Source: an optimization exercise on an open RTL-to-GDS flow (aim: small area, a short achievable clock period and few clock cycles per item). Production flows keep margins and buffers that such runs may drop. Only simulation tests tie the RTL to the original design; equivalence was not proved. No activity file was given, so power comes from the tool's default toggle rates.

$ cat flow/run.sh
#!/bin/bash
# synth_recipe.tcl (not shown) runs the flow's synth.tcl, then flattens the netlist and writes it again
# the make line also repeats each setting of config.mk as NAME=value (left out here)
make -C /OpenROAD-flow-scripts/flow DESIGN_CONFIG=/design/flow/config.mk WORK_HOME=/design/flow/orfs CLKGATE_MAP_FILE= SYNTH_SCRIPT=/design/flow/synth_recipe.tcl finish
$ cat flow/config.mk
export PLATFORM = sky130hd
export DESIGN_NAME = unsorted_set_table
export DESIGN_NICKNAME = unsorted_set_table
export VERILOG_FILES = /design/flow/design.v
export SDC_FILE = /design/flow/constraint.sdc
export NUM_CORES = 4
export LEC_CHECK = 0
export CAP_MARGIN = 20
export CORE_MARGIN = 2
export CORE_UTILIZATION = 40
export PLACE_DENSITY = 0.6
export SLEW_MARGIN = 20
$ cat flow/constraint.sdc
create_clock -name core_clock -period 5.0 [get_ports {clk}]
set_input_delay 1.0000 -clock core_clock [delete_from_list [all_inputs] [get_ports {clk}]]
set_output_delay 1.0000 -clock core_clock [all_outputs]
set_load 0.01 [all_outputs]
$ cat flow/design.v
package ust_pkg;
	localparam int DEPTH = 16;
	localparam int CNT_W = $clog2(DEPTH + 1);
	localparam int VAL_W = 32;
	localparam int OUT_CNT_W = 5;
	localparam int RES_W = 2 + OUT_CNT_W;
	localparam logic [1:0] ACT_ADD      = 2'd0;
	localparam logic [1:0] ACT_CONTAINS = 2'd1;
	localparam logic [1:0] ACT_REMOVE   = 2'd2;
	localparam logic [1:0] ACT_CLEAR    = 2'd3;
endpackage
module ust_cell (
	input  logic                      clk,
	input  logic                      we,
	input  logic [ust_pkg::VAL_W-1:0] wdata,
	input  logic [ust_pkg::VAL_W-1:0] key,
	output logic                      eq
);
	logic [ust_pkg::VAL_W-1:0] entry_q;
	always_ff @(posedge clk) begin
		if (we) begin
			entry_q <= wdata;
		end
	end
	assign eq = (entry_q == key);
endmodule
module unsorted_set_table (
	input  logic                          clk,
	input  logic                          arst_n,
	input  logic                          req_valid,
	output logic                          req_ready,
	input  logic [1:0]                    req_action,
	input  logic [ust_pkg::VAL_W-1:0]     req_value,
	output logic                          rsp_valid,
	input  logic                          rsp_ready,
	output logic                          rsp_hit,
	output logic                          rsp_full_res,
	output logic [ust_pkg::OUT_CNT_W-1:0] rsp_entry_count
);
	localparam int DEPTH = ust_pkg::DEPTH;
	localparam int RES_W = ust_pkg::RES_W;
	logic                      accept;
	logic                      r_valid_q;
	logic [1:0]                r_act_q;
	logic [ust_pkg::VAL_W-1:0] r_value_q;
	assign accept = req_valid && req_ready;
	always_ff @(posedge clk or negedge arst_n) begin
		if (!arst_n) begin
			r_valid_q <= 1'b0;
		end else begin
			r_valid_q <= accept;
		end
	end
	always_ff @(posedge clk) begin
		r_act_q   <= req_action;
		r_value_q <= req_value;
	end
	logic [DEPTH-1:0]          valid_q;
	logic [DEPTH-1:0]          valid_d;
	logic [ust_pkg::CNT_W-1:0] count_q;
	logic [ust_pkg::CNT_W-1:0] count_d;
	logic [DEPTH-1:0]          eq;
	logic [DEPTH-1:0]          match;
	logic [DEPTH-1:0]          match_first;
	logic [DEPTH-1:0]          free_first;
	logic [DEPTH-1:0]          we;
	logic                      any;
	logic                      full;
	logic                      hit_d;
	logic                      full_d;
	for (genvar i = 0; i < DEPTH; i++) begin : g_cell
		ust_cell u_cell (
			.clk   (clk),
			.we    (we[i]),
			.wdata (r_value_q),
			.key   (r_value_q),
			.eq    (eq[i])
		);
	end
	function automatic logic [DEPTH-1:0] lowest(input logic [DEPTH-1:0] v);
		logic [DEPTH-1:0] below;
		below = {v[DEPTH-2:0], 1'b0};
		for (int s = 1; s < DEPTH; s = s * 2) begin
			below = below | (below << s);
		end
		lowest = v & ~below;
	endfunction
	assign match       = eq & valid_q;
	assign any         = |match;
	assign match_first = lowest(match);
	assign free_first  = lowest(~valid_q);
	assign full        = count_q[ust_pkg::CNT_W-1];
	always_comb begin
		valid_d = valid_q;
		count_d = count_q;
		we      = '0;
		hit_d   = 1'b0;
		full_d  = 1'b0;
		unique case (r_act_q)
			ust_pkg::ACT_ADD: begin
				if (full) begin
					full_d = 1'b1;
				end else begin
					we      = free_first;
					valid_d = valid_q | free_first;
					count_d = count_q + ust_pkg::CNT_W'(1);
					hit_d   = 1'b1;
				end
			end
			ust_pkg::ACT_CONTAINS: begin
				hit_d = any;
			end
			ust_pkg::ACT_REMOVE: begin
				if (any) begin
					valid_d = valid_q & ~match_first;
					count_d = count_q - ust_pkg::CNT_W'(1);
					hit_d   = 1'b1;
				end
			end
			default: begin
				valid_d = '0;
				count_d = '0;
			end
		endcase
		if (!r_valid_q) begin
			valid_d = valid_q;
			count_d = count_q;
			we      = '0;
		end
	end
	always_ff @(posedge clk or negedge arst_n) begin
		if (!arst_n) begin
			valid_q <= '0;
			count_q <= '0;
		end else begin
			valid_q <= valid_d;
			count_q <= count_d;
		end
	end
	logic [RES_W-1:0] res;
	logic [RES_W-1:0] q0_q, q1_q, q2_q;
	logic             v0_q, v1_q, v2_q;
	logic             take;
	logic [1:0]       pend_q;
	logic [1:0]       pend_d;
	logic             block_q;
	assign res  = {hit_d, full_d, ust_pkg::OUT_CNT_W'(count_d)};
	assign take = v0_q && rsp_ready;
	always_ff @(posedge clk or negedge arst_n) begin
		if (!arst_n) begin
			v0_q <= 1'b0;
			v1_q <= 1'b0;
			v2_q <= 1'b0;
		end else begin
			if (take) begin
				v0_q <= v1_q || r_valid_q;
				v1_q <= v2_q || (v1_q && r_valid_q);
				v2_q <= v2_q && r_valid_q;
			end else begin
				v0_q <= v0_q || r_valid_q;
				v1_q <= v1_q || (v0_q && r_valid_q);
				v2_q <= v2_q || (v1_q && r_valid_q);
			end
		end
	end
	always_ff @(posedge clk) begin
		if (take) begin
			q0_q <= v1_q ? q1_q : res;
			q1_q <= v2_q ? q2_q : res;
			q2_q <= res;
		end else begin
			q0_q <= v0_q ? q0_q : res;
			q1_q <= v1_q ? q1_q : res;
			q2_q <= v2_q ? q2_q : res;
		end
	end
	always_comb begin
		pend_d = pend_q;
		if (accept && !take) pend_d = pend_q + 2'd1;
		if (!accept && take) pend_d = pend_q - 2'd1;
	end
	always_ff @(posedge clk or negedge arst_n) begin
		if (!arst_n) begin
			pend_q  <= '0;
			block_q <= 1'b0;
		end else begin
			pend_q  <= pend_d;
			block_q <= (pend_d == 2'd3);
		end
	end
	assign req_ready       = !block_q;
	assign rsp_valid       = v0_q;
	assign rsp_hit         = q0_q[RES_W-1];
	assign rsp_full_res    = q0_q[RES_W-2];
	assign rsp_entry_count = q0_q[ust_pkg::OUT_CNT_W-1:0];
endmodule
==> reports/metrics.cfg, run 1 <==
[outcome]
outcome = finished clean

[grt]
first_global_vias = 15700
largest_net_degree_at_the_start_of_global_routing = 33
antenna_violations_before_repair = 2
grtUsageTotal_pct = 21.1
first_pass_grt_wire_length_mm = 105
grt.overflow.total = 0

[hold_path]
min_path_type = register to register
worst_hold_startpoint = q2_q[1]
hold_depth = 2
min_delay_worst_endpoint = q2_q[1]

[worst_setup_path]
crit_chain = buf_4, xnor2_1, nand4_1, or3b_1, or3_1, nand4_2, nor4_2, buf_4, and3_1, a2111oi_4, a31oi_1
crit-reg2reg-launch = r_value_q[27]
cpPeakStageDelay_ns = 1.03
timing_worst_setup_path_type = register to register
arrival_ns = 4.37
worst-r2r-setup-slack_ns = 0.96
cpMostUsedCell = buf_4
reg_to_reg_critical_path_endpoint = q0_q[3]
critPathBufInv = 2
slowest_cell_on_the_critical_path = dfxtp_2
setup.worst_path.end_class = register
critical_path_peak_fanout = 27
reg2reg_depth = 11
cp-start-kind = register
critPathTopFamily = simple AND/OR/NAND/NOR gates
worst_ep_required_time_ns = 5.33

[logic_synthesis]
synth_sequential_area_ratio_pct = 65.8
seq_cells_post_synth = 595
synthesis.area_per_instance_um2 = 14.3
syn-instance-count = 1838
netlist-cell-type-count = 57
ys.flop_type = edfxtp_1
synth_edf_count = 519
area_of_the_mapped_netlist_mm2 = 0.0262
synth.net_count = 1882
yosys_warnings = 2
synthArstFlopShare_pct = 4.71

[clock_tree]
clock_tree_from_tritoncts = built
clockRootBuffer = clkbuf_16
cts_max_path_buffers = 3
clock_insertion_delay_worst_skew_ns = 0.60
ctsHoldBuffers = 0
cts.clk_slew.worst_paths_ns = 0.06
cts.sink_count = 595
number_of_clock_buffers_inserted_by_tritoncts = 66
postCtsSetupBuffers = 0
cts-htree-levels = 3
post_cts.resized_instances = 0

[timing]
final_period_minus_worst_setup_slack_ns = 4.04
final_worst_path_cycle_share_pct = 80.7
final_report_setup_violation_count = 0
skew_ns = 0.0232
finalHoldWorstSlack_ns = 0.460
rsz_0062_raised_after_global_routing = false
max_freq_mhz = 248
report.final.hold_viol_count = 0
relative_slew_slack_pct = 27.4
slew_violations = 0
transition_at_the_pin_with_the_smallest_max_transition_slack_ns = 1.09

[floorplanning]
floorplan.rows = 93
initial_core_util_pct = 40.6
dieWidth_um = 260
die_h_um = 260
core_area_mm2 = 0.0646
design.portCount = 47
overall_die_area_mm2 = 0.0676

[run]
drv_cap = 0

[power]
power_report.internal_total_w = 0.00891
power.sequential.fraction_pct = 49.2
power.static_leakage_nw = 9.88
p_clk_share_pct = 42.4
power_per_cell_area_mw_per_mm2 = 387
worst_supply_voltage_drop_on_vdd_v = 0.000226
total_switching_power_w = 0.00283
combinationalPowerShare_pct = 8.4
switching_share_pct = 24.1

[drt]
route.vias.total = 16000
drc_errors = 0
drt_pass1_iterations = 6
vias_per_cell = 5.59
routed_wl_mm = 71.2
antenna_violating_nets_post_route = 0
drt_iter0_drc = 1922
drt-wirelength-per-cell_um = 24.9

[layout]
mostFrequentLayoutCells = edfxtp_1 (519), xor2_1 (368), nor4_1 (158)
post_route_cells_drive_above_1_share_pct = 12.2
layout-area-overhead-vs-synth_pct = 15.7
finalInstanceArea_mm2 = 0.0303
filler_cell_count = 5595
layout_commonest_cell = edfxtp_1
antenna_cells_inserted = 0
num-nets-final = 1998

[placement]
port_buffers = 46
detailed_place.area_mm2 = 0.0281
dp_hpwl_mm = 46.0
globalplace.congestion = 0.881

## stage by stage
stage	power, W	setup slack, ns	TNS [ns]	utilization [%]	cells
2_1_floorplan	0.00643	-0.00963	-0.308	-	1838
4_1_cts	0.0118	0.968	0	46.9	2861
3_3_place_gp	0.00683	1.04	0	43.5	2740
5_1_grt	0.0121	0.856	0	46.9	2862
3_5_place_dp	0.00686	1.02	0	43.5	2740
6_report	0.0117	0.964	0	46.9	2862
## state kept, by name, indices dropped and copies added, names as in the netlist, 2 cells and up
signal                 count
count_q                    5
r_value_q                 32
valid_q                   16
r_act_q                    2
pend_q                     2
q2_q                       7
q1_q                       7
g_cell.u_cell.entry_q    512
q0_q                       7
## power by group through the flow
stage          combinational (W)  sequential, W  clock (W)
2_1_floorplan           0.000663        0.00576          0
3_3_place_gp            0.000960        0.00587          0
3_5_place_dp            0.000976        0.00588          0
4_1_cts                 0.000980        0.00578    0.00507
5_1_grt                  0.00107        0.00580    0.00526
6_report                0.000986        0.00578    0.00497
## worst max path at each step
stage                   from  depth (start not counted)  slack (ns)                           end
2_1_floorplan     r_act_q[0]                          7       -0.01  g_cell[10].u_cell.entry_q[0]
3_3_place_gp   r_value_q[27]                         11        1.04                       q0_q[3]
3_5_place_dp   r_value_q[27]                         11        1.02                       q0_q[3]
4_1_cts        r_value_q[13]                         10        0.97                       q0_q[3]
5_1_grt        r_value_q[13]                         11        0.86                       q0_q[3]
6_report       r_value_q[27]                         11        0.96                       q0_q[3]
## Yosys cell counts, drive strengths merged (3+ instances only)
cell type,count,area share [%]
o31ai,4,0.11
edfxtp,519,59
a31oi,13,0.31
mux2,5,0.21
o21ai,35,0.67
ha,6,0.29
xnor2,149,5.0
xor2,368,12
nand2b,4,0.096
a21oi,25,0.52
nor3b,3,0.086
nand4b,14,0.47
nor2b,6,0.14
nor2,24,0.34
nand3,44,0.86
nor4b,9,0.30
nor3,43,0.82
o211ai,4,0.11
or4,16,0.49
nand2,58,0.83
dfrtp,28,2.7
o22ai,9,0.21
and3,8,0.19
nand3b,3,0.086
or3b,4,0.13
buf,66,1.9
o21a,7,0.20
dfxtp,48,3.7
nand4,77,1.9
inv,23,0.33
clkbuf,13,0.19
nor4,163,3.9
and2,5,0.12
or3,13,0.31
a2111oi,3,0.17
## layout make-up
cell class	count	area [um2]	area share (%)
Inverter	25	93.8	0.310
Multi-Input combinational cell	1139	8430	27.8
Timing Repair Buffer	127	1230	4.05
Sequential cell	595	17300	57.0
Tap cell	855	1070	3.53
Clock inverter	27	332	1.09
Clock buffer	94	1880	6.20
## per-layer routing
metal | global-route usage, % | vias up | part of all wire, %
li1 | - | 7131 | -
met1 | 30.0 | 8048 | 45
met2 | 32.5 | 675 | 45
met3 | 3.59 | 155 | 6.9
met4 | 7.82 | 0 | 3.7
met5 | 0 | - | 0
## kinds of logic after synthesis
| group | after synthesis | share of synthesized area, % |
|---|---|---|
| mux | 5 | 0.215 |
| simple gates | 499 | 11.2 |
| flops | 595 | 65.8 |
| compound gates | 112 | 2.70 |
| xor+xnor | 517 | 17.3 |
| fa+ha+maj | 6 | 0.287 |
| buf+inv | 104 | 2.47 |
## worst reg2reg max path: stages (launching register included)
cell and delay (ns):
dfxtp_2 1.03, buf_4 0.35, xnor2_1 0.16, nand4_1 0.16
or3b_1 0.37, or3_1 0.48, nand4_2 0.22, nor4_2 0.07
buf_4 0.19, and3_1 0.21, a2111oi_4 0.40, a31oi_1 0.13
Testbench counts, summed over its fixed seeds: cycles 9,616, ops 9,600.
==> run 2: changes to the inputs <==
--- a/flow/config.mk
+++ b/flow/config.mk
@@ -9,4 +9,5 @@
 export CORE_MARGIN = 2
 export CORE_UTILIZATION = 40
 export PLACE_DENSITY = 0.6
+export SETUP_SLACK_MARGIN = 2.8
 export SLEW_MARGIN = 20
==> reports/metrics.cfg, run 2 <==
[outcome]
outcome = finished clean

[logic_synthesis]
most_frequent_cells_after_synthesis = edfxtp_1 (519), xor2_1 (368), nor4_1 (163)
post-synth-top-area-cell = edfxtp_1
synthesis.area_per_instance_um2 = 14.3
synth_edf_count = 519
synth_top_cell_area_share_pct = 59.5
syn-instance-count = 1838
synth.most_common_cell = edfxtp_1
cell_types_with_the_largest_area_share_after_synthesis = edfxtp_1 (59%), xor2_1 (12%), xnor2_1 (5.0%)
synth.net_count = 1882
yosys_warnings = 2
synthArstFlopShare_pct = 4.71
netlist-cell-type-count = 57
ys.flop_type = edfxtp_1
synth_sequential_area_ratio_pct = 65.8
seq_cells_post_synth = 595
area_of_the_mapped_netlist_mm2 = 0.0262

[layout]
layout_top_registers = g_cell.u_cell.entry_q: 512 flops, r_value_q: 32 flops, valid_q: 16 flops
mostFrequentLayoutCells = edfxtp_1 (519), xor2_1 (347), xnor2_1 (132)
layout_utilization_pct = 53.0
layout_commonest_cell = edfxtp_1
largest_register_ffs = 512
post_route_cells_drive_above_1_share_pct = 26.3
num-nets-final = 2190
finalInstanceArea_mm2 = 0.0342
layout-area-overhead-vs-synth_pct = 30.6
top_register = g_cell.u_cell.entry_q
register_area_mm2 = 0.0174
filler_cell_count = 5232
antenna_cells_inserted = 0
multi_input_logic_area_mm2 = 0.00949

[grt]
grt.overflow.total = 0
grt_util_met1_pct = 36.3
antenna_violations_before_repair = 6
largest_net_degree_at_the_start_of_global_routing = 33
grtUsageMet2_pct = 42.1
grt-busiest-layer = met2
first_global_vias = 17400
grtUsageTotal_pct = 26.6
groute.layer.met3.usage_pct = 4.70
first_pass_grt_wire_length_mm = 126

[clock_tree]
cts_max_path_buffers = 3
ctsHoldBuffers = 0
cts.sink_count = 595
number_of_clock_buffers_inserted_by_tritoncts = 66
clockRootBuffer = clkbuf_16
clock_tree_from_tritoncts = built
cts.clk_slew.worst_paths_ns = 0.05
cts-htree-levels = 3
clock_insertion_delay_worst_skew_ns = 0.62

[timing]
skew_ns = 0.0351
max_freq_mhz = 319
final_period_minus_worst_setup_slack_ns = 3.14
setup_total_negative_slack_ns = 0
relative_slew_slack_pct = 29.8
slew_violations = 0
rsz_0062_raised_after_global_routing = true
final_worst_path_cycle_share_pct = 62.7
report.final.hold_viol_count = 0
finalHoldWorstSlack_ns = 0.463
transition_at_the_pin_with_the_smallest_max_transition_slack_ns = 1.05
final_report_setup_violation_count = 0

[drt]
routed_wl_mm = 91.2
vias_per_cell = 5.90
drt_pass1_iterations = 6
drc_errors = 0
route.vias.total = 18000
drt_iter0_drc = 2545
drt-wirelength-per-cell_um = 29.9
antenna_violating_nets_post_route = 0

[floorplanning]
initial_core_util_pct = 40.6
overall_die_area_mm2 = 0.0676
core_area_mm2 = 0.0646
floorplan.rows = 93
dieWidth_um = 260
design.portCount = 47
die_h_um = 260

[power]
power.sequential.fraction_pct = 48.2
power_per_cell_area_mw_per_mm2 = 345
combinationalPowerShare_pct = 12.4
total_switching_power_w = 0.00302
worst_supply_voltage_drop_on_vdd_v = 0.000262
p_clk_share_pct = 39.4
switching_share_pct = 25.6
power_report.internal_total_w = 0.00877
power.static_leakage_nw = 11.5

[worst_setup_path]
timing_worst_setup_path_type = register to register
critical_path_peak_fanout = 4
setup.worst_path.end_class = register
arrival_ns = 3.48
cp-start-kind = register
worst_ep_required_time_ns = 5.35

[placement]
dp_hpwl_mm = 38.2
detailed_place.area_mm2 = 0.0279
globalplace.congestion = 0.870
port_buffers = 46

[hold_path]
min_path_type = register to register

[run]
drv_cap = 0

[run 2: critical path, stage by stage, from the launching register on]
cell,delay (ns)
dfxtp_4,0.35
buf_4,0.17
buf_4,0.17
xnor2_1,0.18
nand4_1,0.24
nor4_2,0.37
nand4_1,0.28
nand4_1,0.27
nor4_4,0.10
or4b_1,0.55
nand3_2,0.12
o21ai_1,0.06
[run 2: area by class of cell]
class                   instances  area share [%]
clock inverters                27           0.545
flip-flops and latches        595            50.8
inverters                      25           0.311
clock buffers                  93            5.39
well taps                     855            3.13
repair buffers                317            12.1
multi-input cells            1141            27.7
[run 2: power groups by stage]
stage                     combinational [W]  sequential (W)  clock (W)
after floorplan                    0.000715         0.00576          0
after global placement             0.000793         0.00599          0
after global routing                0.00154         0.00570    0.00486
after detailed placement           0.000808         0.00600          0
final                               0.00147         0.00568    0.00465
after CTS                           0.00138         0.00568    0.00468
[run 2: timing repair]
| item | 4_1_cts | 5_1_grt |
|---|---|---|
| buffers inserted | 201 | 30 |
| resized for setup | 159 | 98 |
| cloned | 11 | 6 |
| setup endpoints to repair | 560 | 444 |
| pin swaps | 49 | 46 |
[run 2: routing by layer]
layer | vias up | share of wire (%) | wire [um]
met1 | 9150 | 39 | 35700
met5 | - | 0.016 | 15
li1 | 7510 | - | -
met2 | 1094 | 46 | 41800
met3 | 246 | 10 | 9100
met4 | 2 | 5.0 | 4520
[run 2: final timing paths]
path / startpoint / end / slack (ns) / depth (start not counted)
setup / recovery: r_value_q[16] / q0_q[1] / 1.86 / 11
hold / removal: q2_q[5] / q2_q[5] / 0.46 / 2
setup reg to reg: r_value_q[16] / q0_q[1] / 1.86 / 11
hold reg to reg: q2_q[5] / q2_q[5] / 0.46 / 2
max in group asynchronous: arst_n / v0_q / 3.82 / 2
min in group asynchronous: arst_n / valid_q[14] / 0.83 / 2
[run 2: per-stage QoR]
step,cells,setup slack (ns),total power (W)
2_1_floorplan,1838,1.86,0.00648
3_3_place_gp,2685,1.25,0.00678
3_5_place_dp,2685,1.25,0.00680
4_1_cts,3017,1.97,0.0117
5_1_grt,3053,1.83,0.0121
6_report,3053,1.86,0.0118
[run 2: cell families after synthesis]
logic type	count (synthesis)	synth area share [%]
compound gates	112	2.70
fa+ha+maj	6	0.287
flops	595	65.8
mux	5	0.215
xor+xnor	517	17.3
simple gates	499	11.2
buf+inv	104	2.47

re-timing with driven ports:
The flow's constraints put no driver on any port. The routed layouts listed below were extracted and timed again, unchanged, in two steps. Step 1 assumes that a clkbuf_16 drives the clock port and a buf_2 every other input. Step 2 times the ports against the registers' clock, not the clock port: input delays grow and output delays shrink by t, the midpoint of the rising clock arrivals with the driver on. Slacks: ideal / step 1 / step 2; pairs: ideal / step 1.
| run | t (ns) | setup WS [ns] | clock arrival spread, ns | cell pins on the clock port's net |
|---|---|---|---|---|
| run 1 | 0.651 | 0.964 / 0.964 / 0.964 | 0.023 / 0.023 | 1 |
| run 2 | 0.667 | 1.863 / 1.863 / 1.863 | 0.036 / 0.035 | 1 |
After both steps every run listed still meets setup and hold.
